Context: an optimization exercise on an open-source flow, tuned for small area. The choices shown serve that exercise and are no tape-out recipe. Function was checked by simulation only, so behaviour that the tests miss may differ from the original. Power and IR drop assume default switching activity.

## config.mk

```make
export PLATFORM = sky130hd
export DESIGN_NAME = mips_rtype_datapath
export DESIGN_NICKNAME = mips_rtype_datapath
export VERILOG_FILES = /design/flow/design.v
export SDC_FILE = /design/flow/constraint.sdc
export NUM_CORES = 4
export LEC_CHECK = 0
export CAP_MARGIN = 20
export CORE_MARGIN = 2
export CORE_UTILIZATION = 55
export SETUP_SLACK_MARGIN = 0.3
export SLEW_MARGIN = 20
export SYNTH_HIERARCHICAL = 1
```

## constraint.sdc

```tcl
create_clock -name core_clock -period 12.0 [get_ports {clk}]
set_input_delay 2.4000 -clock core_clock [delete_from_list [all_inputs] [get_ports {clk}]]
set_output_delay 2.4000 -clock core_clock [all_outputs]
set_load 0.01 [all_outputs]
```

## design.v

```verilog
package mips_rtype_pkg;
  localparam logic [5:0] OP_RTYPE = 6'b000000;
  localparam logic [5:0] F_SLL  = 6'h00;
  localparam logic [5:0] F_SRL  = 6'h02;
  localparam logic [5:0] F_ADD  = 6'h20;
  localparam logic [5:0] F_ADDU = 6'h21;
  localparam logic [5:0] F_SUB  = 6'h22;
  localparam logic [5:0] F_SUBU = 6'h23;
  localparam logic [5:0] F_AND  = 6'h24;
  localparam logic [5:0] F_OR   = 6'h25;
  localparam logic [5:0] F_NOR  = 6'h27;
  localparam logic [5:0] F_SLTU = 6'h2B;
  typedef enum logic [2:0] {
    ALU_ADD = 3'b000,
    ALU_SUB = 3'b001,
    ALU_AND = 3'b010,
    ALU_OR  = 3'b011,
    ALU_NOR = 3'b100,
    ALU_SRL = 3'b101,
    ALU_SLL = 3'b110,
    ALU_XOR = 3'b111
  } alu_op_t;
  typedef struct packed {
    logic sum_cout;
    logic sub_borrow;
    logic zero;
    logic sum_ovf;
    logic sub_ovf;
  } alu_flags_t;
endpackage
module alu_pg (
  input  logic       a_n,
  input  logic       b_n,
  input  logic [3:0] lut,
  input  logic       arith_n,
  output logic       p,
  output logic       g
);
  assign p = lut[{b_n, a_n}];
  assign g = ~(a_n | p | arith_n);
endmodule
module alu_xor (
  input  logic a, b,
  output logic y
);
  assign y = a ^ b;
endmodule
module alu_mux2i (
  input  logic s, a0, a1,
  output logic y
);
  assign y = ~(s ? a1 : a0);
endmodule
module alu_nand2 (
  input  logic a, b,
  output logic y
);
  assign y = ~(a & b);
endmodule
module alu_nor2 (
  input  logic a, b,
  output logic y
);
  assign y = ~(a | b);
endmodule
module alu_out (
  input  logic s,
  input  logic sltu_n,
  input  logic srl_n,
  input  logic r_n,
  input  logic sll_n,
  input  logic rr_n,
  output logic y_n
);
  logic x;
  assign x   = ~((srl_n | r_n) & (sll_n | rr_n));
  assign y_n = ~((s & sltu_n) | x);
endmodule
module alu_out0 (
  input  logic s,
  input  logic sltu,
  input  logic cout,
  input  logic srl_n,
  input  logic r_n,
  input  logic sll_n,
  input  logic rr_n,
  output logic y_n
);
  assign y_n = ~((s & ~sltu) | (sltu & ~cout) | ~((srl_n | r_n) & (sll_n | rr_n)));
endmodule
module alu_carry (
  input  logic [31:0] p,
  input  logic [31:0] g,
  input  logic        cin,
  output logic [32:0] c
);
  logic [31:0] gg [0:5];
  logic [31:0] pp [0:5];
  logic [31:0] co;
  always_comb begin
    gg[0] = g;
    pp[0] = p;
    gg[0][0] = g[0] | (p[0] & cin);
    for (int l = 1; l <= 5; l++) begin
      gg[l] = gg[l-1];
      pp[l] = pp[l-1];
      for (int i = 0; i < 32; i++)
        if (i % (1 << l) == (1 << l) - 1) begin
          gg[l][i] = gg[l-1][i] | (pp[l-1][i] & gg[l-1][i - (1 << (l-1))]);
          pp[l][i] = pp[l-1][i] & pp[l-1][i - (1 << (l-1))];
        end
    end
    co = gg[5];
    for (int l = 4; l >= 1; l--)
      for (int i = 0; i < 32; i++)
        if (i >= (1 << l) && i % (1 << l) == (1 << (l-1)) - 1)
          co[i] = co[i] | (pp[l-1][i] & co[i - (1 << (l-1))]);
    co[0] = gg[0][0];
  end
  assign c = {co, cin};
endmodule
module alu32
(
  input  logic [31:0] a_n,
  input  logic [31:0] b_n,
  input  logic [4:0]  shamt,
  input  logic [3:0]  lut,
  input  logic        arith_n,
  input  logic        cin,
  input  logic        sltu,
  input  logic        sltu_n,
  input  logic        sll,
  input  logic        srl_n,
  input  logic        sll_n,
  output logic [31:0] y_n
);
  logic [31:0] p, g, s;
  logic [32:0] c;
  for (genvar i = 0; i < 32; i++) begin : g_pg
    alu_pg u_pg (.a_n(a_n[i]), .b_n(b_n[i]), .lut(lut), .arith_n(arith_n), .p(p[i]), .g(g[i]));
    alu_xor u_s (.a(p[i]), .b(c[i]), .y(s[i]));
  end
  alu_carry u_carry (.p(p), .g(g), .cin(cin), .c(c));
  logic [31:0] lv [0:5];
  logic [4:0]  sh_n;
  assign sh_n = ~shamt;
  for (genvar i = 0; i < 32; i++) begin : g_rev
    alu_mux2i u_rev (.s(sll), .a0(b_n[i]), .a1(b_n[31-i]), .y(lv[0][i]));
  end
  for (genvar l = 0; l < 5; l++) begin : g_lvl
    for (genvar i = 0; i < 32; i++) begin : g_b
      if (i + (1 << l) < 32) begin : g_m
        alu_mux2i u_m (.s(shamt[l]), .a0(lv[l][i]), .a1(lv[l][i + (1 << l)]), .y(lv[l+1][i]));
      end else if (l % 2 == 0) begin : g_fn
        alu_nand2 u_f (.a(sh_n[l]), .b(lv[l][i]), .y(lv[l+1][i]));
      end else begin : g_fp
        alu_nor2 u_f (.a(shamt[l]), .b(lv[l][i]), .y(lv[l+1][i]));
      end
    end
  end
  alu_out0 u_out0 (.s(s[0]), .sltu(sltu), .cout(c[32]), .srl_n(srl_n), .r_n(lv[5][0]),
                   .sll_n(sll_n), .rr_n(lv[5][31]), .y_n(y_n[0]));
  for (genvar i = 1; i < 32; i++) begin : g_out
    alu_out u_out (.s(s[i]), .sltu_n(sltu_n), .srl_n(srl_n), .r_n(lv[5][i]),
                   .sll_n(sll_n), .rr_n(lv[5][31-i]), .y_n(y_n[i]));
  end
endmodule
import mips_rtype_pkg::*;
module control_unit
(
  input  logic [5:0] opcode,
  input  logic [5:0] funct,
  output logic [3:0] lut,
  output logic       arith_n,
  output logic       cin,
  output logic       sltu,
  output logic       sltu_n,
  output logic       sll,
  output logic       sll_n,
  output logic       srl_n,
  output logic       reg_write
);
  logic rtype, add, sub, op_and, op_or, op_nor, op_sltu, op_sll, op_srl;
  assign rtype   = (opcode == OP_RTYPE);
  assign add     = rtype && (funct == F_ADD || funct == F_ADDU);
  assign sub     = rtype && (funct == F_SUB || funct == F_SUBU);
  assign op_and  = rtype && (funct == F_AND);
  assign op_or   = rtype && (funct == F_OR);
  assign op_nor  = rtype && (funct == F_NOR);
  assign op_sltu = rtype && (funct == F_SLTU);
  assign op_sll  = rtype && (funct == F_SLL);
  assign op_srl  = rtype && (funct == F_SRL);
  always_comb
    for (int k = 0; k < 4; k++) begin
      logic a, b;
      a = !k[0];
      b = !k[1];
      lut[k] = (add && (a ^ b)) || ((sub || op_sltu) && (a ^ !b)) || (op_and && (a && b))
            || (op_or && (a || b)) || (op_nor && !(a || b));
    end
  assign arith_n   = !(add || sub || op_sltu);
  assign cin       = sub || op_sltu;
  assign sltu      = op_sltu;
  assign sltu_n    = !op_sltu;
  assign sll       = op_sll;
  assign sll_n     = !op_sll;
  assign srl_n     = !op_srl;
  assign reg_write = add || sub || op_and || op_or || op_nor || op_sltu || op_sll || op_srl;
endmodule
module rf_next (
  input  logic q,
  input  logic nwd,
  input  logic wen_n,
  output logic d
);
  assign d = ~((nwd | wen_n) & ~(q & wen_n));
endmodule
module rf_o22ai (
  input  logic a1, a2, b1, b2,
  output logic y
);
  assign y = ~((a1 | a2) & (b1 | b2));
endmodule
module rf_o21ai (
  input  logic a1, a2, b1,
  output logic y
);
  assign y = ~((a1 | a2) & b1);
endmodule
module rf_nor4 (
  input  logic a, b, c, d,
  output logic y
);
  assign y = ~(a | b | c | d);
endmodule
module rf_nand4 (
  input  logic a, b, c, d,
  output logic y
);
  assign y = ~(a & b & c & d);
endmodule
module rf_read_bit (
  input  logic [31:1] d,
  input  logic [31:1] sn,
  input  logic        vs,
  output logic        q_n
);
  logic [15:0] t;
  logic [3:0]  u;
  for (genvar k = 0; k < 15; k++) begin : g_pair
    rf_o22ai u_t (.a1(d[2*k+1]), .a2(sn[2*k+1]), .b1(d[2*k+2]), .b2(sn[2*k+2]), .y(t[k]));
  end
  rf_o21ai u_t15 (.a1(d[31]), .a2(sn[31]), .b1(vs), .y(t[15]));
  for (genvar j = 0; j < 4; j++) begin : g_or
    rf_nor4 u_u (.a(t[4*j]), .b(t[4*j+1]), .c(t[4*j+2]), .d(t[4*j+3]), .y(u[j]));
  end
  rf_nand4 u_q (.a(u[0]), .b(u[1]), .c(u[2]), .d(u[3]), .y(q_n));
endmodule
module mips_registers (
  input  logic        clk,
  input  logic        rst_n,
  input  logic [4:0]  ra,
  input  logic [4:0]  rb,
  input  logic [31:1] wen_n,
  input  logic [31:0] nwd,
  output logic [31:0] da_n,
  output logic [31:0] db_n
);
  logic [31:0] regs  [1:31];
  logic [31:0] nexts [1:31];
  logic [31:1] valid;
  logic [31:1] sa_n, sb_n;
  logic        va, vb;
  for (genvar r = 1; r < 32; r++) begin : g_reg
    for (genvar b = 0; b < 32; b++) begin : g_bit
      rf_next u_next (.q(regs[r][b]), .nwd(nwd[b]), .wen_n(wen_n[r]), .d(nexts[r][b]));
    end
    always_ff @(posedge clk)
      regs[r] <= nexts[r];
    always_ff @(posedge clk or negedge rst_n)
      if (!rst_n)
        valid[r] <= 1'b0;
      else if (!wen_n[r])
        valid[r] <= 1'b1;
    assign sa_n[r] = (ra != 5'(r));
    assign sb_n[r] = (rb != 5'(r));
  end
  assign va = |(~sa_n & valid);
  assign vb = |(~sb_n & valid);
  for (genvar b = 0; b < 32; b++) begin : g_rd
    logic [31:1] col;
    for (genvar r = 1; r < 32; r++) begin : g_col
      assign col[r] = regs[r][b];
    end
    rf_read_bit u_ra (.d(col), .sn(sa_n), .vs(va), .q_n(da_n[b]));
    rf_read_bit u_rb (.d(col), .sn(sb_n), .vs(vb), .q_n(db_n[b]));
  end
endmodule
module mips_rtype_datapath
(
  input  logic        clk,
  input  logic        rst_n,
  input  logic [31:0] instruction,
  output logic [31:0] result
);
  logic [3:0]  lut;
  logic        arith_n, cin, sltu, sltu_n, sll, sll_n, srl_n, reg_write;
  logic [31:0] rs_n, rt_n, result_n;
  logic [31:1] wen_n;
  control_unit u_ctrl (
    .opcode    (instruction[31:26]),
    .funct     (instruction[5:0]),
    .lut       (lut),
    .arith_n   (arith_n),
    .cin       (cin),
    .sltu      (sltu),
    .sltu_n    (sltu_n),
    .sll       (sll),
    .sll_n     (sll_n),
    .srl_n     (srl_n),
    .reg_write (reg_write)
  );
  for (genvar r = 1; r < 32; r++) begin : g_we
    assign wen_n[r] = !(reg_write && instruction[15:11] == 5'(r));
  end
  mips_registers u_regs (
    .clk   (clk),
    .rst_n (rst_n),
    .ra    (instruction[25:21]),
    .rb    (instruction[20:16]),
    .wen_n (wen_n),
    .nwd   (result_n),
    .da_n  (rs_n),
    .db_n  (rt_n)
  );
  alu32 u_alu (
    .a_n     (rs_n),
    .b_n     (rt_n),
    .shamt   (instruction[10:6]),
    .lut     (lut),
    .arith_n (arith_n),
    .cin     (cin),
    .sltu    (sltu),
    .sltu_n  (sltu_n),
    .sll     (sll),
    .srl_n   (srl_n),
    .sll_n   (sll_n),
    .y_n     (result_n)
  );
  assign result = ~result_n;
endmodule
```

## run.sh

```bash
#!/bin/bash
# synth_recipe.tcl (not shown) runs the flow's synth.tcl, then flattens the netlist and writes it again
# the make line also repeats each setting of config.mk as NAME=value (left out here)
make -C /OpenROAD-flow-scripts/flow DESIGN_CONFIG=/design/flow/config.mk WORK_HOME=/design/flow/orfs CLKGATE_MAP_FILE= SYNTH_SCRIPT=/design/flow/synth_recipe.tcl finish
```

==> impl_results.md, run 1 <==
* Status: no timing/DRC/antenna violations
* Dpl cells at about 6500
* Top Ports at 66
* Fmax at 87.0 MHz
* Overflow after GRT at 0
* Sinks on Clock Net at between 1000 and 1500
* Worst Setup Start Kind: input port
* First-pass GRT wire length at about 300 mm
* VDD IR max at 0.122 mV
* Clk_skew at 0.0293 ns
* Crit path DAT at 9.09 ns
* CP endpoint kind: primary output
* Post-synth EDFFs at 0
* Row count at 105
* Hold Crit Class: register to register
* Worst-Skew Late Latency at 0.72 ns
* Fillers at 7125
* Final period util at 0.957
* Final ANT Viol Nets at 0
* CP max FO at 21
* Synthesis-stage register bit count at 1023
* Final setup viols at 0
* Per-cell routed wire length at 31.1 µm
* Mapped Nets at roughly 5200
* DP HPWL at 134 mm
* Initial Util at 0.556
* Final setup TNS at 0 ns
* Clock-pin slew on the worst setup and hold paths at 0.06 ns
* Post-CTS Setup Bufs at 0
* Clock buffer depth at 3
* Number of vias in the routed layout at 47449
* Layout area overhead at 17.2%
* Most area-consuming cells after synthesis: dfxtp_1 (44%), o22ai_1 (14%), o21ai_1 (12%)
* Cells after Synth at 5174
* Die X at 292 µm
* Die H at between 200 and 300 µm
* Static Leakage at a little under 20 nW
* Post-Syn Area at 45500 µm²
* RSZ-0062 raised after global routing: no
* Max Cap Viol at 0
* Sequential element share of the synthesized area at 0.453
* Core Area at 82000 µm²
* Mapped Avg Cell Area at 8.80 µm²
* Post-cts sizing count at 0
* Synth top area share at 0.436
* Ys flop type: dfxtp_1
* Final Non-Filler Cells at 6703
* Reg-to-Reg Start: u_regs.valid[28]$_DFFE_PN0N_
* # DRC at 0
* Relative slew slack at 0.189
* Input/output buffers at 65
* DR pass1 iterations at 8
* Gpl congestion at 1.04
* Syn. warnings at 16
* Setup CP Type: input port to primary output
* Worst Tran Pin Value at 1.21 ns
* Clock Tree Root: clkbuf_16
* Minimum clock period after layout at 11.49 ns
* Top cell type by total area after synthesis: dfxtp_1
* Total GRT Usage at 0.474
* PwrDens at 137 nW/µm²
* Starting DRC count in detailed routing at between 6000 and 7000
* Htree depth at 3
* Max Slew Vio Count at 0
* Initial antenna violation count at 12
* CP Launch Point: instruction[24]
* Path depth of the worst reg2reg path at 22
* Worst Hold Launch: u_regs.regs[1][31]$_DFF_P_
* Die area at 85100 µm²
* Final wirelength at roughly 210 mm
* Distinct cells, synth at 71
* Critical Path RT at 9.60 ns
* Final hold vios at 0
* Nets at between 5000 and 6000
* CTS Buf Count at around 110
* Worst hold path cell count at 2
* Number of global-route vias before repair at 43603
* Ys async rst share at 0.0303
* Share of cells above drive strength 1 at 0.150
* # hold bufs at CTS at 0
* Vias per cell at just over 7
* Largest net degree at the start of global routing at 66
* TritonCTS clock tree: built
==> worst max-delay path, cell delays in order <==
cell and delay (ns):
clkdlybuf4s50_1 0.92, buf_4 0.27, nor2b_1 0.11, nand2_2 0.63
buf_4 0.37, o22ai_1 0.14, nor4_2 0.27, nand4_1 0.53
mux4_2 0.71, nand4_1 0.16, o21ai_0 0.14, a211oi_1 0.29
a21oi_2 0.14, a221o_1 0.51, a31oi_4 0.30, inv_1 0.08
xor2_1 0.18, a21oi_2 0.37, inv_1 0.07, clkdlybuf4s50_1 0.48
==> Yosys stat by module, one instance, submodules excluded, excerpt <==
module | flip-flops and latches | cells inside
alu_out | 0 | 2
rf_o22ai | 0 | 1
alu_nor2 | 0 | 1
rf_next | 0 | 2
control_unit | 0 | 31
alu_carry | 0 | 82
mips_rtype_datapath | 0 | 81
alu_pg | 0 | 3
==> per-stage QoR <==
stage	util	setup WS [ns]	cell area, µm²	power (mW)	hold slack, ns
CTS	0.650	0.695	53300	7.26	0.463
detailed placement	0.608	0.717	49800	4.01	0.455
floorplan	-	1.33	45600	3.79	0.436
global route	0.651	0.371	53400	7.44	0.475
global placement	0.608	0.650	49800	4.01	0.448
finish	0.651	0.510	53400	7.29	0.463
==> cell usage after synthesis, types with 33 or more instances <==
| cell | instances |
|---|---|
| nand4_1 | 66 |
| mux4_2 | 33 |
| o21ai_1 | 1059 |
| nand2_1 | 1125 |
| nor4_2 | 257 |
| a21oi_1 | 50 |
| o22ai_1 | 993 |
| inv_1 | 46 |
| dfxtp_1 | 992 |
| mux2i_1 | 166 |
| nor2b_1 | 39 |
==> layout make-up <==
class	count	area, µm²	share of cell area
multi-input combinational	4075	25100	0.471
sequential	1023	20600	0.387
clock buffer	154	3050	0.0572
timing repair buffer	290	2600	0.0488
tap	1070	1340	0.0251
clock inverter	42	432	0.00809
inverter	47	176	0.00331
antenna	2	5.00	0.0000938
==> routing by layer <==
| layer | global-route usage | wire (µm) |
|---|---|---|
| met5 | 0 | 69 |
| met4 | 0.329 | 16700 |
| met3 | 0.180 | 29600 |
| met2 | 0.670 | 84400 |
| met1 | 0.593 | 77900 |
==> layout by cell type, fill, tap and decap left out, drive strengths merged, types with 4 or more instances in the layout <==
cell / n
nor2b: 40
and3b: 4
a21o: 25
nand4: 67
mux2i: 166
nand3b: 5
nor2: 26
nor4: 259
clkdlybuf4s50: 61
and3: 4
and2: 5
dfxtp: 992
nor3: 7
nand2b: 32
dfrtp: 31
a21oi: 51
bufinv: 4
buf: 229
clkinvlp: 6
nor3b: 9
mux4: 33
xor2: 32
nand3: 23
and4b: 4
a31oi: 10
clkbuf: 154
o22ai: 993
a2111oi: 33
clkinv: 25
inv: 54
nand2: 1125
o21ai: 1074
==> final timing paths <==
kind / slack (ns) / end
worst max-delay path: 0.51 / result[30]
worst min-delay path: 0.46 / u_regs.regs[1][31]$_DFF_P_
worst max register to register: 5.64 / u_regs.regs[31][30]$_DFF_P_
worst min register to register: 0.46 / u_regs.regs[1][31]$_DFF_P_
max in group asynchronous: 9.60 / u_regs.valid[7]$_DFFE_PN0N_
min in group asynchronous: 2.09 / u_regs.valid[5]$_DFFE_PN0N_
==> registers in the layout, summed over array words and instances, names as in the netlist <==
name and cells:
u_regs.regs 992, u_regs.valid 31
==> power by group <==
part | total (mW) | internal (mW) | switching (mW) | leakage [nW]
Clock | 3.32 | 1.87 | 1.46 | 1.70
Sequential | 3.40 | 3.40 | 0.000988 | 8.41
Combinational | 0.568 | 0.199 | 0.369 | 9.30
Total | 7.29 | 5.46 | 1.83 | 19.4
==> logic make-up after synthesis <==
kind of cell | share of synthesized area
DFF | 0.453
adders and majority gates | 0.000220
xor gates and xnor gates | 0.00615
AOI/OAI and AO/OA | 0.282
muxes | 0.0535
and+or+nand+nor | 0.198
buffers and inverters | 0.00742
==> run 2: changes to the inputs <==
==> flow/run.sh (new file) <==
#!/bin/bash
# Standard ORFS flow with area steps: after the standard synthesis every combinational cell
# is swapped to the smallest cell of its family (timing repair upsizes where needed), ports
# get buf_1 buffers, and the clock tree uses clkbuf_8 clusters of at most 16 sinks and no
# dummy loads.
set -euo pipefail
W=$(pwd)
bash standard.sh synth > synth.log 2>&1
RESULTS_DIR=$W/orfs/results/sky130hd/mips_rtype_datapath/base openroad -no_init -exit flow/downsize.tcl > downsize.log 2>&1
CTS="-sink_clustering_enable -repair_clock_nets -dont_use_dummy_load -buf_list sky130_fd_sc_hd__clkbuf_8"
CTS="$CTS -sink_clustering_size 16 -sink_clustering_max_diameter 60"
bash standard.sh "BUFFER_PORTS_ARGS=-buffer_cell sky130_fd_sc_hd__buf_1" "CTS_ARGS=$CTS" finish > finish.log 2>&1
==> flow/downsize.tcl (new file) <==
# Swap every combinational cell of the synthesized netlist to the smallest-area cell of the
# same function family (same name up to the drive suffix, same pins). Flip-flops, latches,
# clock cells and tie cells keep their master. Timing repair later upsizes where needed.
set res $::env(RESULTS_DIR)
read_db $res/1_synth.odb
set db [ord::get_db]
set dont_use {}
if { [info exists ::env(DONT_USE_CELLS)] } { set dont_use $::env(DONT_USE_CELLS) }
# family -> list of masters
array set fam {}
foreach lib [$db getLibs] {
  foreach m [$lib getMasters] {
    set n [$m getName]
    if { [lsearch -exact $dont_use $n] >= 0 } { continue }
    if { [regexp {^(sky130_fd_sc_hd__[a-z0-9]+)_([0-9]+)$} $n -> base drv] } {
      lappend fam($base) $m
    }
  }
}
proc pin_sig { m } {
  set l {}
  foreach t [$m getMTerms] { lappend l [$t getName] }
  return [lsort $l]
}
set skip {^sky130_fd_sc_hd__(df|sdf|edf|sedf|dl|sdl|conb|tap|fill|decap|diode|probe|lpflow)}
set n_swap 0
set area_before 0.0
set area_after 0.0
foreach inst [[$db getChip] getBlock] {}
foreach inst [[[$db getChip] getBlock] getInsts] {
  set m [$inst getMaster]
  set n [$m getName]
  set a [expr {[$m getWidth] * [$m getHeight]}]
  set area_before [expr {$area_before + $a}]
  set best $m
  if { ![regexp $skip $n] && [regexp {^(sky130_fd_sc_hd__[a-z0-9]+)_([0-9]+)$} $n -> base drv] && [info exists fam($base)] } {
    set sig [pin_sig $m]
    set best_a $a
    foreach c $fam($base) {
      set ca [expr {[$c getWidth] * [$c getHeight]}]
      if { $ca < $best_a && [pin_sig $c] eq $sig } {
        set best $c
        set best_a $ca
      }
    }
    if { $best ne $m } {
      $inst swapMaster $best
      incr n_swap
    }
  }
  set area_after [expr {$area_after + [$best getWidth] * [$best getHeight]}]
}
puts "downsize: swapped $n_swap instances; area [expr {$area_before / 1e6}] -> [expr {$area_after / 1e6}] um2"
write_db $res/1_synth.odb
==> standard.sh (new file) <==
#!/bin/bash
# synth_recipe.tcl (not shown) runs the flow's synth.tcl, then flattens the netlist and writes it again
# the make line also repeats each setting of config.mk as NAME=value (left out here)
make -C /OpenROAD-flow-scripts/flow DESIGN_CONFIG=/design/flow/config.mk WORK_HOME=/design/flow/orfs CLKGATE_MAP_FILE= SYNTH_SCRIPT=/design/flow/synth_recipe.tcl "${@:-finish}"
--- a/config.mk
+++ b/config.mk
@@ -7,7 +7,7 @@
 export LEC_CHECK = 0
-export CAP_MARGIN = 20
+export CAP_MARGIN = 10
 export CORE_MARGIN = 2
 export CORE_UTILIZATION = 55
-export SETUP_SLACK_MARGIN = 0.3
-export SLEW_MARGIN = 20
+export SETUP_SLACK_MARGIN = 0.1
+export SLEW_MARGIN = 10
 export SYNTH_HIERARCHICAL = 1
removed: run.sh
==> impl_results.md, run 2 <==
* Status: no timing/DRC/antenna violations
* DR pass1 iterations at 13 (+5)
* Worst-Skew Late Latency at 0.76 ns (+0.04 ns)
* Clock-pin slew on the worst setup and hold paths at 0.08 ns (+0.02 ns)
* Cells after Synth at 5174 (unchanged)
* CP max FO at 13 (-38%)
* Commonest non-fill, non-tap cell in the layout: nand2_1
* PwrDens at 116 nW/µm² (-15%)
* First-pass GRT wire length at 280 mm (-5.6%)
* # hold bufs at CTS at 0 (unchanged)
* Final ANT Viol Nets at 0 (unchanged)
* Max reg flops at 992 (unchanged)
* CP endpoint kind: primary output
* Htree depth at 3 (unchanged)
* VDD IR max at 0.109 mV (-10%)
* Row count at 103 (-1.9%)
* Max Cap Viol at 0 (unchanged)
* Max Slew Vio Count at 0 (unchanged)
* Final core occ at 0.620 (-0.0310)
* Die H at 286 µm (-2.1%)
* # DRC at 0 (unchanged)
* Layout area overhead at 12.0%
* Post-CTS Setup Bufs at 0 (unchanged)
* Worst Setup Start Kind: input port
* Total GRT Usage at 0.463 (-0.0105)
* Clock Tree Root: clkbuf_8
* Static Leakage at 17.8 nW (-8.3%)
* DP HPWL at 129 mm (-3.9%)
* Nets at 5572 (-0.11%)
* Per-cell routed wire length at 29.8 µm (-4.1%)
* Vias per cell at 7.06 (-0.24%)
* Overflow after GRT at 0 (unchanged)
* Number of global-route vias before repair at 41581 (-4.6%)
* Final period util at 0.967 (+0.00982)
* Total power draw at 5.68 mW (-22%)
* Crit path DAT at 9.21 ns (+0.12 ns)
* Relative slew slack at 0.102 (-0.0876)
* Pre-CTS setup slack at 0.823 ns (+0.106 ns)
* Path depth of the worst reg2reg path at 22 (unchanged)
* CP top delay family: simple AND/OR/NAND/NOR gates
* Bufs and invs on worst path at 4 (-2)
* Mapped Avg Cell Area at 8.43 µm² (-4.3%)
* Minimum clock period after layout at 11.61 ns (+0.118 ns)
* Clock buffer depth at 3 (unchanged)
* CP Cell Sequence: buf_1, nor2b_1, nor3b_1, a311oi_1, o2111ai_1, or4b_1, buf_4, o21ai_1, nor4_1, nand4_1, mux4_2, a21oi_1, o21a_1, o21ai_0, a211oi_1, a21oi_1, a221o_1, a31oi_1, o21bai_1, xor2_1, a21oi_4, inv_1, buf_1
* Final setup viols at 0 (unchanged)
* Initial Util at 0.554 (-0.00176)
* Largest net degree at the start of global routing at 66 (unchanged)
* Biggest regs: u_regs.regs x992, u_regs.valid x31
* Post-cts sizing count at 0 (unchanged)
* RSZ-0062 raised after global routing: no
* Worst path slowest cell: or4b_1
* Number of vias in the routed layout at 46556 (-1.9%)
* Final setup TNS at 0 ns (unchanged)
* Critical Path Max Stage Delay at 0.77 ns (-0.15 ns)
* Share of cells above drive strength 1 at 0.0853 (-0.0646)
* Worst Tran Pin Value at 1.34 ns (+0.123 ns)
* Top Ports at 66 (unchanged)
* Final wirelength at 197 mm (-5.7%)
* Starting DRC count in detailed routing at 7710 (+13%)
* TritonCTS clock tree: built
* CTS Buf Count at 83 (-22%)
* Gpl congestion at 1.11 (+6.3%)
* Biggest register: u_regs.regs
* Final hold vios at 0 (unchanged)
* Die area at 81600 µm² (-4.2%)
* Stages on the worst setup path at 23 (+15%)
* Sinks on Clock Net at 1023 (unchanged)
* Fmax at 86.2 MHz (-1.0%)
* Most frequent cells in the layout: nand2_1 (1078), o21ai_1 (1059), o22ai_1 (993)
* Core Area at 78700 µm² (-3.9%)
* Worst hold path cell count at 2 (unchanged)
* Initial antenna violation count at 20 (+8)
* Die X at 286 µm (-2.1%)
* Post-layout worst setup margin at 0.393 ns (-0.118 ns)
* Reg-to-Reg Start: u_regs.valid[17]$_DFFE_PN0N_
* Post-Syn Area at 43600 µm² (-4.3%)
* Mapped Nets at 5208 (unchanged)
* Critical Path RT at 9.60 ns (about the same)
* CP Launch Point: instruction[25]
* Setup CP Type: input port to primary output
* Input/output buffers at 65 (unchanged)
* Worst Hold Launch: u_regs.regs[13][26]$_DFF_P_
* Hold Crit Class: register to register
* Clk_skew at 0.0946 ns (+0.0653 ns)
* Syn. warnings at 16 (unchanged)
run 2: stage by stage:
step,hold slack (ns),instance area (µm²),instances
global placement,0.449,47700,6502
CTS,0.466,48800,6585
detailed placement,0.455,47700,6502
finish,0.468,48800,6593
global route,0.479,48800,6587
floorplan,0.436,43600,5174
run 2: worst paths after layout:
path	to	slack [ns]
min reg2reg	u_regs.regs[13][26]$_DFF_P_	0.47
max reg2reg	u_regs.regs[31][30]$_DFF_P_	5.18
max in group asynchronous	u_regs.valid[2]$_DFFE_PN0N_	9.65
max	result[31]	0.39
min in group asynchronous	u_regs.valid[20]$_DFFE_PN0N_	1.73
min	u_regs.regs[13][26]$_DFF_P_	0.47
run 2: final cells by class:
class | count | area [µm²]
fillers | 7235 | 29900
multi-input cells | 4075 | 23300
flip-flops and latches | 1023 | 20600
repair buffers | 308 | 2220
well taps | 1050 | 1310
clock buffers | 83 | 1140
inverters | 47 | 176
diodes | 7 | 17.5
run 2: worst reg2reg max path, cell delays in order (launching register included):
cell and delay [ns]:
dfrtp_1 0.38, nand2_1 0.06, o311ai_1 0.25, o31ai_1 0.12
a21oi_1 0.17, or4b_1 0.76, buf_4 0.35, o21ai_1 0.09
nor4_1 0.64, nand4_1 0.25, mux4_2 0.55, a21oi_1 0.19
o21a_1 0.16, o21ai_0 0.10, a211oi_1 0.24, a21oi_1 0.17
a221o_1 0.40, a31oi_1 0.58, inv_1 0.12, xor2_1 0.20
a21oi_2 0.18, buf_4 0.46, o21ai_1 0.18
run 2: per-layer routing:
| layer | vias up | share of wire | global-route usage |
|---|---|---|---|
| met4 | 26 | 0.066 | 0.269 |
| li1 | 20958 | - | - |
| met3 | 821 | 0.15 | 0.171 |
| met2 | 3474 | 0.40 | 0.653 |
| met1 | 21277 | 0.38 | 0.606 |
| met5 | - | 0.00088 | 0 |
run 2: report_power, final:
part           internal (mW)  switching, mW
clock network          0.619           1.12
logic                  0.176          0.370
registers               3.39       0.000804
total                   4.19           1.49
==> run 3: changes to the inputs <==
--- a/design.v
+++ b/design.v
@@ -30,3 +30,3 @@
 endpackage
-module alu_pg (
+module alu_p (
   input  logic       a_n,
@@ -34,7 +34,12 @@
   input  logic [3:0] lut,
-  input  logic       arith_n,
-  output logic       p,
-  output logic       g
+  output logic       p
 );
   assign p = lut[{b_n, a_n}];
+endmodule
+module alu_g (
+  input  logic a_n,
+  input  logic p,
+  input  logic arith_n,
+  output logic g
+);
   assign g = ~(a_n | p | arith_n);
@@ -65,5 +70,3 @@
 endmodule
-module alu_out (
-  input  logic s,
-  input  logic sltu_n,
+module alu_shx (
   input  logic srl_n,
@@ -72,7 +75,13 @@
   input  logic rr_n,
-  output logic y_n
+  output logic x
 );
-  logic x;
-  assign x   = ~((srl_n | r_n) & (sll_n | rr_n));
-  assign y_n = ~((s & sltu_n) | x);
+  assign x = ~((srl_n | r_n) & (sll_n | rr_n));
+endmodule
+module alu_out (
+  input  logic s,
+  input  logic sltu_n,
+  input  logic x,
+  output logic y
+);
+  assign y = (s & sltu_n) | x;
 endmodule
@@ -82,9 +91,6 @@
   input  logic cout,
-  input  logic srl_n,
-  input  logic r_n,
-  input  logic sll_n,
-  input  logic rr_n,
-  output logic y_n
+  input  logic x,
+  output logic y
 );
-  assign y_n = ~((s & ~sltu) | (sltu & ~cout) | ~((srl_n | r_n) & (sll_n | rr_n)));
+  assign y = (s & ~sltu) | (sltu & ~cout) | x;
 endmodule
@@ -134,8 +140,9 @@
   input  logic        sll_n,
-  output logic [31:0] y_n
+  output logic [31:0] y
 );
-  logic [31:0] p, g, s;
+  logic [31:0] p, g, s, x;
   logic [32:0] c;
   for (genvar i = 0; i < 32; i++) begin : g_pg
-    alu_pg u_pg (.a_n(a_n[i]), .b_n(b_n[i]), .lut(lut), .arith_n(arith_n), .p(p[i]), .g(g[i]));
+    alu_p u_p (.a_n(a_n[i]), .b_n(b_n[i]), .lut(lut), .p(p[i]));
+    alu_g u_g (.a_n(a_n[i]), .p(p[i]), .arith_n(arith_n), .g(g[i]));
     alu_xor u_s (.a(p[i]), .b(c[i]), .y(s[i]));
@@ -160,7 +167,8 @@
   end
-  alu_out0 u_out0 (.s(s[0]), .sltu(sltu), .cout(c[32]), .srl_n(srl_n), .r_n(lv[5][0]),
-                   .sll_n(sll_n), .rr_n(lv[5][31]), .y_n(y_n[0]));
+  for (genvar i = 0; i < 32; i++) begin : g_shx
+    alu_shx u_shx (.srl_n(srl_n), .r_n(lv[5][i]), .sll_n(sll_n), .rr_n(lv[5][31-i]), .x(x[i]));
+  end
+  alu_out0 u_out0 (.s(s[0]), .sltu(sltu), .cout(c[32]), .x(x[0]), .y(y[0]));
   for (genvar i = 1; i < 32; i++) begin : g_out
-    alu_out u_out (.s(s[i]), .sltu_n(sltu_n), .srl_n(srl_n), .r_n(lv[5][i]),
-                   .sll_n(sll_n), .rr_n(lv[5][31-i]), .y_n(y_n[i]));
+    alu_out u_out (.s(s[i]), .sltu_n(sltu_n), .x(x[i]), .y(y[i]));
   end
@@ -211,3 +219,4 @@
   input  logic q,
-  input  logic nwd,
+  input  logic wd,
+  input  logic we,
   input  logic wen_n,
@@ -215,3 +224,3 @@
 );
-  assign d = ~((nwd | wen_n) & ~(q & wen_n));
+  assign d = (wd & we) | (q & wen_n);
 endmodule
@@ -263,4 +272,5 @@
   input  logic [4:0]  rb,
+  input  logic [31:1] we,
   input  logic [31:1] wen_n,
-  input  logic [31:0] nwd,
+  input  logic [31:0] wd,
   output logic [31:0] da_n,
@@ -272,6 +282,6 @@
   logic [31:1] sa_n, sb_n;
-  logic        va, vb;
+  logic        va, vb, va_n, vb_n, nza, nzb;
   for (genvar r = 1; r < 32; r++) begin : g_reg
     for (genvar b = 0; b < 32; b++) begin : g_bit
-      rf_next u_next (.q(regs[r][b]), .nwd(nwd[b]), .wen_n(wen_n[r]), .d(nexts[r][b]));
+      rf_next u_next (.q(regs[r][b]), .wd(wd[b]), .we(we[r]), .wen_n(wen_n[r]), .d(nexts[r][b]));
     end
@@ -287,4 +297,8 @@
   end
-  assign va = |(~sa_n & valid);
-  assign vb = |(~sb_n & valid);
+  assign nza = |ra;
+  assign nzb = |rb;
+  rf_read_bit u_va (.d(valid), .sn(sa_n), .vs(nza), .q_n(va_n));
+  rf_read_bit u_vb (.d(valid), .sn(sb_n), .vs(nzb), .q_n(vb_n));
+  assign va = ~va_n;
+  assign vb = ~vb_n;
   for (genvar b = 0; b < 32; b++) begin : g_rd
@@ -307,4 +321,4 @@
   logic        arith_n, cin, sltu, sltu_n, sll, sll_n, srl_n, reg_write;
-  logic [31:0] rs_n, rt_n, result_n;
-  logic [31:1] wen_n;
+  logic [31:0] rs_n, rt_n;
+  logic [31:1] we, wen_n;
   control_unit u_ctrl (
@@ -323,3 +337,4 @@
   for (genvar r = 1; r < 32; r++) begin : g_we
-    assign wen_n[r] = !(reg_write && instruction[15:11] == 5'(r));
+    assign we[r]    = reg_write && instruction[15:11] == 5'(r);
+    assign wen_n[r] = !we[r];
   end
@@ -330,4 +345,5 @@
     .rb    (instruction[20:16]),
+    .we    (we),
     .wen_n (wen_n),
-    .nwd   (result_n),
+    .wd    (result),
     .da_n  (rs_n),
@@ -347,5 +363,4 @@
     .sll_n   (sll_n),
-    .y_n     (result_n)
+    .y       (result)
   );
-  assign result = ~result_n;
 endmodule
==> impl_results.md, run 3 <==
* Status: finished with violations
* Violated Checks: max-capacitance violations, max-slew violations
* Post-Syn Area at 43000 µm² (-1.3%)
* Number of global-route vias before repair at 41230 (-0.84%)
* Clock-pin slew on the worst setup and hold paths at 0.05 ns (-0.03 ns)
* Final core occ at 0.622 (+0.00150)
* Dpl cells at 5424 (-17%)
* PwrDens at 124 nW/µm² (+6.3%)
* Share of cells above drive strength 1 at 0.104 (+0.0192)
* Biggest regs: u_regs.regs x992, u_regs.valid x31
* CP Cell Sequence: buf_1, nor2b_1, nand2_1, o22ai_1, nor4_1, nand4_1, inv_1, buf_4, o21ai_1, nor4_2, nand4_1, mux2i_1, mux2i_1, mux2i_1, mux2i_1, mux2i_1, mux2i_1, o22ai_1, a21o_1, buf_1
* Vias per cell at 8.40 (+19%)
* VDD IR max at 0.121 mV (+11%)
* Fillers at 6588 (-8.9%)
* Mapped Avg Cell Area at 10.5 µm² (+25%)
* Clock Tree Root: clkbuf_8
* First-pass GRT wire length at 311 mm (+11%)
* Critical Path Max Stage Delay at 0.99 ns (+0.22 ns)
* Post-route cell area at 48200 µm² (-1.4%)
* Fin Hold WS at 0.509 ns (+0.0405 ns)
* Max reg flops at 992 (unchanged)
* Static Leakage at 19.5 nW (+9.7%)
* Commonest non-fill, non-tap cell in the layout: o22ai_1
* Gpl congestion at 1.12 (+1.2%)
* Total power draw at 5.95 mW (+4.8%)
* TritonCTS clock tree: built
* RSZ-0062 raised after global routing: no
* Overflow after GRT at 0 (unchanged)
* Die H at 284 µm (-0.65%)
* Per-cell routed wire length at 40.5 µm (+36%)
* Cells after Synth at 4094 (-21%)
* Minimum clock period after layout at 11.82 ns (+0.212 ns)
* Clk_skew at 0.139 ns (+0.0442 ns)
* Nets at 4505 (-19%)
* Area of the multi-input gates at 22900 µm² (-1.9%)
* Final Non-Filler Cells at 5532 (-16%)
* Most frequent cells in the layout: o22ai_1 (1022), a22o_1 (992), dfxtp_1 (992)
* Total GRT Usage at 0.528 (+0.0645)
* Die X at 284 µm (-0.65%)
* CP endpoint kind: primary output
* Cell mode on critical path: mux2i_1
* Met3 usage at 0.264 (+0.0933)
* Worst Tran Pin Value at 1.57 ns (+0.238 ns)
* Area post-placement at 46900 µm² (-1.5%)
* Largest net degree at the start of global routing at 38 (-42%)
* DP HPWL at 135 mm (+5.1%)
* Final wirelength at 224 mm (+14%)
* Row count at 102 (-0.97%)
* CTS Buf Count at 82 (-1.2%)
* # hold bufs at CTS at 0 (unchanged)
* Final setup viols at 0 (unchanged)
* Final setup TNS at 0 ns (unchanged)
* Syn. warnings at 16 (unchanged)
* Biggest register: u_regs.regs
* Post-CTS Setup Bufs at 0 (unchanged)
* Number of vias in the routed layout at 46457 (-0.21%)
* Post-cts sizing count at 0 (unchanged)
* CP max FO at 9 (-4)
* Worst-Skew Late Latency at 0.79 ns (+0.03 ns)
* Initial antenna violation count at 43 (+110%)
* Fmax at 84.6 MHz (-1.8%)
* Met2 GRT Util at 0.702 (+0.0484)
* Sinks on Clock Net at 1023 (unchanged)
* Post-layout worst setup margin at 0.181 ns (-0.212 ns)
* Hold Crit Class: register to register
* Relative slew slack at -0.0591 (-0.161)
* Top Ports at 66 (unchanged)
* Critical Path RT at 9.60 ns (about the same)
* Most Crowded Layer GR: met2
* Pre-CTS setup slack at 0.769 ns (-0.0541 ns)
* Setup CP Type: input port to primary output
* Crit path DAT at 9.42 ns (+0.21 ns)
* Final period util at 0.985 (+0.0177)
* Starting DRC count in detailed routing at 9780 (+27%)
* Worst Setup Start Kind: input port
* Core Area at 77500 µm² (-1.6%)
* DR pass1 iterations at 13 (unchanged)
* Reg-to-reg slack, setup at 4.60 ns (-0.58 ns)
* Initial Util at 0.556 (+0.00173)
* Max Slew Vio Count at 5 (+5)
* Final hold vios at 0 (unchanged)
* Met1 usage in global routing at 0.661 (+0.0542)
* Register area at 20600 µm² (unchanged)
* Htree depth at 3 (unchanged)
* Layout area overhead at 11.9% (about the same)
* Mapped Nets at 4128 (-21%)
* Input/output buffers at 65 (unchanged)
* Max Cap Viol at 3 (+3)
* Clock buffer depth at 3 (unchanged)
* Final ANT Viol Nets at 0 (unchanged)
* Worst path slowest cell: nor4_2
* # DRC at 0 (unchanged)
* Die area at 80500 µm² (-1.3%)
[run 3: final cells by class]
cell class	count	area share
inverter	12	0.000935
antenna	23	0.00120
multi-input combinational	3040	0.475
clock buffer	82	0.0234
timing repair buffer	312	0.0437
tap	1040	0.0270
sequential	1023	0.429
[run 3: per-layer routing]
| layer | vias to the layer above | share of wire |
|---|---|---|
| met4 | 52 | 0.087 |
| met3 | 1083 | 0.18 |
| met5 | - | 0.0028 |
| li1 | 18414 | - |
| met1 | 22180 | 0.35 |
| met2 | 4728 | 0.38 |
[run 3: critical path, delay by kind of cell]
| kind | cells | cell delay [ns] |
|---|---|---|
| compound gates | 4 | 1.21 |
| simple gates | 6 | 2.73 |
| buf+inv | 4 | 1.35 |
| mux | 6 | 1.69 |
[run 3: where the power goes]
part | internal, mW | switching (mW)
Sequential | 3.39 | 0.000811
Clock | 0.612 | 1.13
Combinational | 0.237 | 0.583
[run 3: path summary, 6_finish.rpt]
| kind | startpoint | endpoint | depth (start not counted) |
|---|---|---|---|
| hold / removal | u_regs.regs[18][0]$_DFF_P_ | u_regs.regs[18][0]$_DFF_P_ | 1 |
| setup reg to reg | u_regs.valid[10]$_DFFE_PN0N_ | u_regs.regs[31][31]$_DFF_P_ | 21 |
| min in group asynchronous | rst_n | u_regs.valid[24]$_DFFE_PN0N_ | 1 |
| hold reg to reg | u_regs.regs[18][0]$_DFF_P_ | u_regs.regs[18][0]$_DFF_P_ | 1 |
| max in group asynchronous | rst_n | u_regs.valid[9]$_DFFE_PN0N_ | 1 |
| setup / recovery | instruction[18] | result[0] | 20 |
==> run 4: changes to the inputs <==
==> flow/run.sh (replaced) <==
#!/bin/bash
# Standard ORFS flow with area steps:
#  - after the standard synthesis every combinational cell is swapped to the smallest cell of
#    its family (downsize.tcl; timing repair upsizes where needed);
#  - after placement, weak cells whose estimated load is above 55% of their limit are upsized
#    again (fixweak.tcl), since the extracted load ends up higher than the estimate;
#  - ports get buf_1 buffers, and the clock tree uses clkbuf_8 clusters of at most 16 sinks
#    and no dummy loads.
# Each step writes its full output to its own log file here.
set -euo pipefail
W=$(pwd)
R=$W/orfs/results/sky130hd/mips_rtype_datapath/base
PD=$FLOW_HOME/platforms/$FLOW_PLATFORM
BUF="BUFFER_PORTS_ARGS=-buffer_cell sky130_fd_sc_hd__buf_1"
CTS="-sink_clustering_enable -repair_clock_nets -dont_use_dummy_load -buf_list sky130_fd_sc_hd__clkbuf_8"
CTS="$CTS -sink_clustering_size 16 -sink_clustering_max_diameter 60"
bash standard.sh synth > synth.log 2>&1
RESULTS_DIR=$R openroad -no_init -exit flow/downsize.tcl > downsize.log 2>&1
bash standard.sh "$BUF" "CTS_ARGS=$CTS" place > place.log 2>&1
RESULTS_DIR=$R PLATFORM_DIR=$PD openroad -no_init -exit flow/fixweak.tcl > fixweak.log 2>&1
bash standard.sh "$BUF" "CTS_ARGS=$CTS" finish > finish.log 2>&1
==> flow/fixweak.tcl (new file) <==
# After placement: a cell whose output load (placement estimate) is above FRAC of its max
# capacitance is swapped to the smallest larger cell of its family that keeps the load below
# FRAC of the new limit. Aimed at the weak stacked cells (nor4_1 and the like), whose loads
# grow by about a quarter from the placement estimate to the extracted layout.
set res $::env(RESULTS_DIR)
set P $::env(PLATFORM_DIR)
set FRAC 0.55
read_liberty $P/lib/sky130_fd_sc_hd__tt_025C_1v80.lib
read_db $res/3_place.odb
read_sdc $res/3_place.sdc
source $P/setRC.tcl
estimate_parasitics -placement
# output max_capacitance (pF) of the library's weak combinational cells; others are >= 0.07
array set maxcap {
  a2111oi_0 0.021067 o311ai_0 0.029307 a2111oi_1 0.031138 nor4b_1 0.033884 o41ai_1 0.033884
  nor4_1 0.036631 nor4bb_1 0.036631 a311oi_1 0.043955 o311ai_1 0.045786 o32ai_1 0.046702
  a211oi_1 0.047617 o31ai_1 0.047617 a21boi_0 0.048533 nor3b_1 0.049448 o21ai_0 0.050364
  nor3_1 0.052195 a221oi_1 0.054942 a2111oi_2 0.056773 nor4bb_2 0.060435 o41ai_2 0.062266
  nor4_2 0.064097 nor4b_2 0.065012 a222oi_1 0.065928 a31oi_1 0.065928 a41oi_1 0.065928
  mux2i_1 0.068675 a2bb2oi_1 0.06959 xnor2_1 0.06959
}
proc limit {short} {
  if {[info exists ::maxcap($short)]} { return $::maxcap($short) }
  return 0.07
}
set db [ord::get_db]
array set fam {}
foreach lib [$db getLibs] {
  foreach m [$lib getMasters] {
    if {[regexp {^sky130_fd_sc_hd__([a-z0-9]+)_([0-9]+)$} [$m getName] -> base drv]} {
      lappend fam($base) $m
    }
  }
}
set n_up 0
foreach inst [[$db getChip] getBlock] {}
foreach inst [[[$db getChip] getBlock] getInsts] {
  set m [$inst getMaster]
  if {![regexp {^sky130_fd_sc_hd__(([a-z0-9]+)_[0-9]+)$} [$m getName] -> short base]} { continue }
  if {![info exists maxcap($short)]} { continue }
  set net ""
  foreach it [$inst getITerms] { if {[$it isOutputSignal] && [$it getNet] ne "NULL"} { set net [$it getNet] } }
  if {$net eq ""} { continue }
  set cap [expr {[[get_nets [$net getName]] capacitance [sta::cmd_scene] max] * 1e12}]
  if {$cap <= $FRAC * [limit $short]} { continue }
  set a0 [expr {[$m getWidth] * [$m getHeight]}]
  set best ""
  set best_a 1e30
  foreach c $fam($base) {
    regexp {^sky130_fd_sc_hd__(.*)$} [$c getName] -> cs
    set ca [expr {[$c getWidth] * [$c getHeight]}]
    if {$ca > $a0 && $ca < $best_a && $cap <= $FRAC * [limit $cs]} {
      set best $c
      set best_a $ca
    }
  }
  if {$best ne ""} {
    puts "fixweak: [$inst getName] $short -> [$best getName] (load [format %.4f $cap] pF)"
    $inst swapMaster $best
    incr n_up
  }
}
puts "fixweak: upsized $n_up instances"
detailed_placement
check_placement
write_db $res/3_place.odb
--- a/config.mk
+++ b/config.mk
@@ -7,7 +7,7 @@
 export LEC_CHECK = 0
-export CAP_MARGIN = 10
+export CAP_MARGIN = 20
 export CORE_MARGIN = 2
 export CORE_UTILIZATION = 55
-export SETUP_SLACK_MARGIN = 0.1
-export SLEW_MARGIN = 10
+export SETUP_SLACK_MARGIN = 0.3
+export SLEW_MARGIN = 20
 export SYNTH_HIERARCHICAL = 1
==> impl_results.md, run 4 <==
* Biggest regs: u_regs.regs x992, u_regs.valid x31
* Fmax at 85.3 MHz (+0.79%)
* Fillers at 6495 (-1.4%)
* Overflow after GRT at 0 (unchanged)
* Per-cell routed wire length at 40.6 µm (+0.23%)
* Register area at 20600 µm² (unchanged)
* First-pass GRT wire length at 313 mm (+0.47%)
* Critical Path RT at 9.60 ns (about the same)
* Die area at 80500 µm² (unchanged)
* Clock-pin slew on the worst setup and hold paths at 0.10 ns (+0.05 ns)
* Clock Tree Root: clkbuf_8
* Final wirelength at 225 mm (+0.28%)
* Logic pwr share at 0.141 (+0.003)
* Static Leakage at 19.6 nW (+0.48%)
* Worst-Skew Late Latency at 0.77 ns (-0.02 ns)
* Final core occ at 0.627 (+0.00541)
* Number of global-route vias before repair at 41738 (+1.2%)
* Fin Hold WS at 0.508 ns (-0.000975 ns)
* Max Slew Vio Count at 0 (-5)
* Cells after Synth at 4094 (unchanged)
* Input/output buffers at 65 (unchanged)
* Post-Syn Area at 43000 µm² (unchanged)
* CP Cell Sequence: buf_1, and3b_1, nand2_1, o22ai_1, nor4_1, nand4_1, clkinvlp_4, buf_4, o21ai_1, nor4_1, nand4_1, mux4_2, a21o_1, a31o_1, a211o_1, nand4_1, a21oi_1, a221o_1, a31oi_1, o21bai_1, xor2_1, a21o_1, buf_1
* Critical Path Max Stage Delay at 0.62 ns (-0.37 ns)
* Final ANT Viol Nets at 0 (unchanged)
* Pint at 4.23 mW (-0.31%)
* Core Area at 77500 µm² (unchanged)
* Met2 GRT Util at 0.708 (+0.00605)
* # DRC at 0 (unchanged)
* Dpl cells at 5425 (+0.018%)
* Worst Setup Start Kind: input port
* Top Ports at 66 (unchanged)
* Vias per cell at 8.40 (about the same)
* Sinks on Clock Net at 1023 (unchanged)
* Final Non-Filler Cells at 5535 (+0.054%)
* Die X at 284 µm (unchanged)
* Gpl congestion at 1.12 (unchanged)
* Htree depth at 3 (unchanged)
* Clock buffer depth at 3 (unchanged)
* Max Cap Viol at 0 (-3)
* Crit path DAT at 9.33 ns (-0.09 ns)
* Die H at 284 µm (unchanged)
* PwrDens at 122 nW/µm² (-1.2%)
* Clk_skew at 0.0856 ns (-0.0533 ns)
* Starting DRC count in detailed routing at 10314 (+5.5%)
* VDD IR max at 0.102 mV (-16%)
* Share of power burned in registers at 0.572 (+0.002)
* Final hold vios at 0 (unchanged)
* Met1 usage in global routing at 0.662 (+0.00139)
* Initial Util at 0.556 (unchanged)
* DP HPWL at 136 mm (about the same)
* Final setup viols at 0 (unchanged)
* Share of cells above drive strength 1 at 0.117 (+0.0121)
* Most frequent cells in the layout: o22ai_1 (1022), a22o_1 (992), dfxtp_1 (992)
* CP max FO at 18 (+9)
* Net Sw Power at 1.70 mW (-0.49%)
* CTS Buf Count at 79 (-3.7%)
* Setup CP Type: input port to primary output
* Cell mode on critical path: nand4_1
* DR pass1 iterations at 9 (-4)
* Mapped Avg Cell Area at 10.5 µm² (unchanged)
* Syn. warnings at 16 (unchanged)
* Nets at 4503 (-0.044%)
* Max reg flops at 992 (unchanged)
* Hold Crit Class: register to register
* Most Crowded Layer GR: met2
* Biggest register: u_regs.regs
* Total power draw at 5.93 mW (-0.36%)
* Worst path slowest cell: nor4_1
* TritonCTS clock tree: built
* Number of vias in the routed layout at 46500 (+0.093%)
* # hold bufs at CTS at 0 (unchanged)
* Row count at 102 (unchanged)
* Commonest non-fill, non-tap cell in the layout: o22ai_1
* Layout area overhead at 12.9%
* Sw frac at 0.287 (-0.000363)
* Relative slew slack at 0.0296 (+0.0887)
* Final period util at 0.977 (-0.00772)
* Minimum clock period after layout at 11.73 ns (-0.0927 ns)
* Largest net degree at the start of global routing at 38 (unchanged)
* Initial antenna violation count at 55 (+28%)
* Mapped Nets at 4128 (unchanged)
* CP endpoint kind: primary output
* RSZ-0062 raised after global routing: no
* Area of the multi-input gates at 23300 µm² (+1.8%)
* Final setup TNS at 0 ns (unchanged)
* Met3 usage at 0.260 (-0.00386)
* Worst Tran Pin Value at 1.44 ns (-0.131 ns)
* Total GRT Usage at 0.530 (+0.00255)
* Status: no timing/DRC/antenna violations
* Clk pwr share at 0.287 (-0.005)
[run 4: final cells by class]
cell class,instances,share of cell area
inverter,12,0.00100
sequential,1023,0.425
clock buffer,79,0.0224
multi-input combinational,3040,0.479
tap,1040,0.0268
timing repair buffer,313,0.0441
antenna,28,0.00144
[run 4: final timing paths]
kind                                              startpoint  depth (start not counted)  slack, ns                      endpoint
min in group asynchronous                              rst_n                          1       1.81  u_regs.valid[24]$_DFFE_PN0N_
worst min register to register   u_regs.regs[27][31]$_DFF_P_                          1       0.51   u_regs.regs[27][31]$_DFF_P_
worst max register to register  u_regs.valid[10]$_DFFE_PN0N_                         21       4.70    u_regs.regs[5][31]$_DFF_P_
worst min-delay path             u_regs.regs[27][31]$_DFF_P_                          1       0.51   u_regs.regs[27][31]$_DFF_P_
worst max-delay path                         instruction[22]                         23       0.27                    result[31]
max in group asynchronous                              rst_n                          1       9.46  u_regs.valid[16]$_DFFE_PN0N_
[run 4: what timing repair did]
| item | 4_1_cts | 5_1_grt |
|---|---|---|
| setup endpoints to repair | 0 | 2 |
| gates resized for setup | 0 | 1 |
| setup buffers | 0 | 0 |
[run 4: worst max-delay path, delay by kind of cell]
family / cells / cell delay, ns
simple gates: 7 / 2.29
xor+xnor: 1 / 0.30
compound gates: 10 / 2.54
buf+inv: 4 / 1.17
mux: 1 / 0.59
[run 4: power by group through the flow]
| stage | logic, mW | registers, mW | clock network, mW |
|---|---|---|---|
| floorplan | 0.303 | 3.47 | 0 |
| global placement | 0.737 | 3.47 | 0 |
| detailed placement | 0.740 | 3.47 | 0 |
| CTS | 0.756 | 3.39 | 1.67 |
| global route | 0.812 | 3.40 | 1.80 |
| finish | 0.835 | 3.40 | 1.70 |
[run 4: per-layer routing]
metal,wire length [µm],part of all wire
met5,680,0.0030
met4,20000,0.089
met3,39900,0.18
met2,85900,0.38
met1,78400,0.35
[run 4: stage by stage]
stage / area (µm²) / setup WS (ns)
floorplan: 43000 / 0.405
global placement: 46900 / 0.783
detailed placement: 46900 / 0.725
CTS: 48400 / 0.699
global route: 48500 / 0.341
finish: 48600 / 0.273
==> run 5: changes to the inputs <==
--- a/flow/run.sh
+++ b/flow/run.sh
@@ -4,3 +4,3 @@
 #    its family (downsize.tcl; timing repair upsizes where needed);
-#  - after placement, weak cells whose estimated load is above 55% of their limit are upsized
+#  - after placement, weak cells whose estimated load is above 50% of their limit are upsized
 #    again (fixweak.tcl), since the extracted load ends up higher than the estimate;
--- a/flow/fixweak.tcl
+++ b/flow/fixweak.tcl
@@ -6,3 +6,3 @@
 set P $::env(PLATFORM_DIR)
-set FRAC 0.55
+set FRAC 0.5
 read_liberty $P/lib/sky130_fd_sc_hd__tt_025C_1v80.lib
--- a/config.mk
+++ b/config.mk
@@ -7,3 +7,3 @@
 export LEC_CHECK = 0
-export CAP_MARGIN = 20
+export CAP_MARGIN = 10
 export CORE_MARGIN = 2
@@ -11,3 +11,3 @@
 export SETUP_SLACK_MARGIN = 0.3
-export SLEW_MARGIN = 20
+export SLEW_MARGIN = 10
 export SYNTH_HIERARCHICAL = 1
==> impl_results.md, run 5 <==
* Gpl congestion at 1.12 (unchanged)
* Pre-CTS setup slack at 0.769 ns (+0.0443 ns)
* Per-cell routed wire length at 40.9 µm (+0.69%)
* Final ANT Viol Nets at 0 (unchanged)
* Static Leakage at 19.6 nW (about the same)
* Initial Util at 0.556 (unchanged)
* CP endpoint kind: primary output
* RSZ-0062 raised after global routing: no
* Crit path DAT at 9.28 ns (-0.05 ns)
* Number of vias in the routed layout at 46728 (+0.49%)
* Reg-to-reg slack, setup at 4.79 ns (+0.09 ns)
* Final setup viols at 0 (unchanged)
* Final setup TNS at 0 ns (unchanged)
* Core Area at 77500 µm² (unchanged)
* PwrDens at 122 nW/µm² (+0.12%)
* Fillers at 6525 (+0.46%)
* Area of the multi-input gates at 23400 µm² (+0.36%)
* Mapped Avg Cell Area at 10.5 µm² (unchanged)
* Post-layout worst setup margin at 0.319 ns (+0.0461 ns)
* Biggest regs: u_regs.regs x992, u_regs.valid x31
* Syn. warnings at 16 (unchanged)
* # hold bufs at CTS at 0 (unchanged)
* Die area at 80500 µm² (unchanged)
* Clock buffer depth at 3 (unchanged)
* Clk_skew at 0.0896 ns (+0.00404 ns)
* Cells after Synth at 4094 (unchanged)
* Total GRT Usage at 0.531 (about the same)
* Final hold vios at 0 (unchanged)
* Final wirelength at 226 mm (+0.52%)
* M1 wire length at 77.8 mm (-0.80%)
* Post-Syn Area at 43000 µm² (unchanged)
* First-pass GRT wire length at 313 mm (about the same)
* Final core occ at 0.627 (about the same)
* Mapped Nets at 4128 (unchanged)
* Biggest register: u_regs.regs
* Row count at 102 (unchanged)
* Fmax at 85.6 MHz (+0.40%)
* Wire length on met2 at 85.9 mm (about the same)
* Clock-pin slew on the worst setup and hold paths at 0.05 ns (-0.05 ns)
* Die H at 284 µm (unchanged)
* Layout area overhead at 12.9% (about the same)
* Worst Setup Start Kind: input port
* Post-cts sizing count at 0 (unchanged)
* Top Ports at 66 (unchanged)
* Final Non-Filler Cells at 5526 (-0.16%)
* Share of cells above drive strength 1 at 0.119 (+0.00279)
* Dpl cells at 5424 (-0.018%)
* Die X at 284 µm (unchanged)
* Most frequent cells in the layout: o22ai_1 (1022), a22o_1 (992), dfxtp_1 (992)
* Minimum clock period after layout at 11.68 ns (-0.0461 ns)
* Sinks on Clock Net at 1023 (unchanged)
* Area post-placement at 46900 µm² (about the same)
* DP HPWL at 135 mm (about the same)
* Clock Tree Root: clkbuf_8
* Htree depth at 3 (unchanged)
* Post-route cell area at 48600 µm² (about the same)
* Fin Hold WS at 0.507 ns (-0.00122 ns)
* Post-CTS Setup Bufs at 0 (unchanged)
* Overflow after GRT at 0 (unchanged)
* Input/output buffers at 65 (unchanged)
* DR pass1 iterations at 9 (unchanged)
* CTS Buf Count at 79 (unchanged)
* Critical Path RT at 9.60 ns (about the same)
* Commonest non-fill, non-tap cell in the layout: o22ai_1
* Worst Tran Pin Value at 1.41 ns (-0.0373 ns)
* Largest net degree at the start of global routing at 38 (unchanged)
* CP max FO at 9 (-9)
* # DRC at 0 (unchanged)
* Max Slew Vio Count at 0 (unchanged)
* Starting DRC count in detailed routing at 10160 (-1.5%)
* Worst-Skew Late Latency at 0.79 ns (+0.02 ns)
* Initial antenna violation count at 57 (+3.6%)
* Hold Crit Class: register to register
* Max layer used: met5
* VDD IR max at 0.101 mV (-1.2%)
* Final period util at 0.973 (-0.00385)
* Setup CP Type: input port to primary output
* Total power draw at 5.94 mW (+0.14%)
* Nets at 4499 (-0.089%)
* Number of global-route vias before repair at 41572 (-0.40%)
* Status: no timing/DRC/antenna violations
* TritonCTS clock tree: built
* Max Cap Viol at 0 (unchanged)
* Max reg flops at 992 (unchanged)
* WL met3 at 41.2 mm (+3.4%)
* Relative slew slack at 0.0606 (+0.0310)
* Register area at 20600 µm² (unchanged)
* Vias per cell at 8.46 (+0.65%)
==> run 5: area by class of cell <==
type | instances | share of cell area
clock buffer | 79 | 0.0224
multi-input combinational | 3040 | 0.481
tap | 1040 | 0.0268
timing repair buffer | 309 | 0.0429
inverter | 12 | 0.000927
antenna | 23 | 0.00118
sequential | 1023 | 0.425
==> run 5: metal layers <==
metal  up-vias  GRT usage
li1      18402          -
met3      1186      0.275
met5         -     0.0256
met1     22223      0.656
met4        68      0.367
met2      4849      0.704
==> run 5: where the power goes <==
part / switching (mW) / leakage, nW / internal [mW]
sequential: 0.000812 / 8.42 / 3.39
combinational: 0.591 / 10.6 / 0.246
clock: 1.12 / 0.568 / 0.591
total: 1.71 / 19.6 / 4.23
==> run 5: final timing paths <==
kind / startpoint / to / depth (start not counted)
min in group asynchronous: rst_n / u_regs.valid[24]$_DFFE_PN0N_ / 1
max in group asynchronous: rst_n / u_regs.valid[1]$_DFFE_PN0N_ / 1
max: instruction[19] / result[31] / 25
min: u_regs.regs[29][28]$_DFF_P_ / u_regs.regs[29][28]$_DFF_P_ / 1
min reg2reg: u_regs.regs[29][28]$_DFF_P_ / u_regs.regs[29][28]$_DFF_P_ / 1
max reg2reg: u_regs.valid[9]$_DFFE_PN0N_ / u_regs.regs[14][31]$_DFF_P_ / 21
==> run 5: critical path, cell delays in order <==
cell and delay, ns:
buf_1 0.40, nor2b_1 0.31, nand2_1 0.18, o22ai_1 0.09
nor4_1 0.68, nand4_1 0.17, inv_1 0.50, buf_4 0.28
o21ai_1 0.08, nor4_1 0.56, buf_4 0.25, nand4_1 0.23
mux4_2 0.39, nor3_1 0.08, a21oi_1 0.17, o21a_1 0.16
o21ai_0 0.11, a211oi_1 0.28, a21oi_1 0.14, a221o_1 0.38
a31oi_1 0.55, o21bai_1 0.18, xor2_1 0.29, a21o_1 0.22
buf_1 0.17

## separate check: timing with driven ports
How much do the figures lean on ideal ports? The routed layouts below were timed once more, with nothing changed but the port constraints. Step 1 sets driving cells, clkbuf_16 on the clock port and buf_2 on the other inputs (assumed; they add their load-dependent delay and slew). Step 2 moves the port delays by t, midway between the first and last clock arrival at a register: inputs arrive t later, outputs are due t later. That takes back most of the time a late clock gives input paths. Three values: ideal ports, drivers, drivers and shift; two values: the first two.
| run | shift t [ns] | setup WS [ns] | worst setup path at the end | worst data-port slew with drivers (ns) |
|---|---|---|---|---|
| run 1 | 0.776 | 0.510 / 0.434 / 0.434 | input to output | 0.14 |
| run 2 | 0.781 | 0.393 / 0.298 / 0.298 | input to output | 0.25 |
| run 3 | 0.795 | 0.181 / 0.149 / 0.149 | input to output | 0.15 |
| run 4 | 0.802 | 0.273 / 0.145 / 0.145 | input to output | 0.14 |
| run 5 | 0.812 | 0.319 / 0.273 / 0.273 | input to output | 0.15 |
For run 4, which loses most, drivers alone change the setup slack by -0.128 ns; drivers and shift together by -0.128 ns.
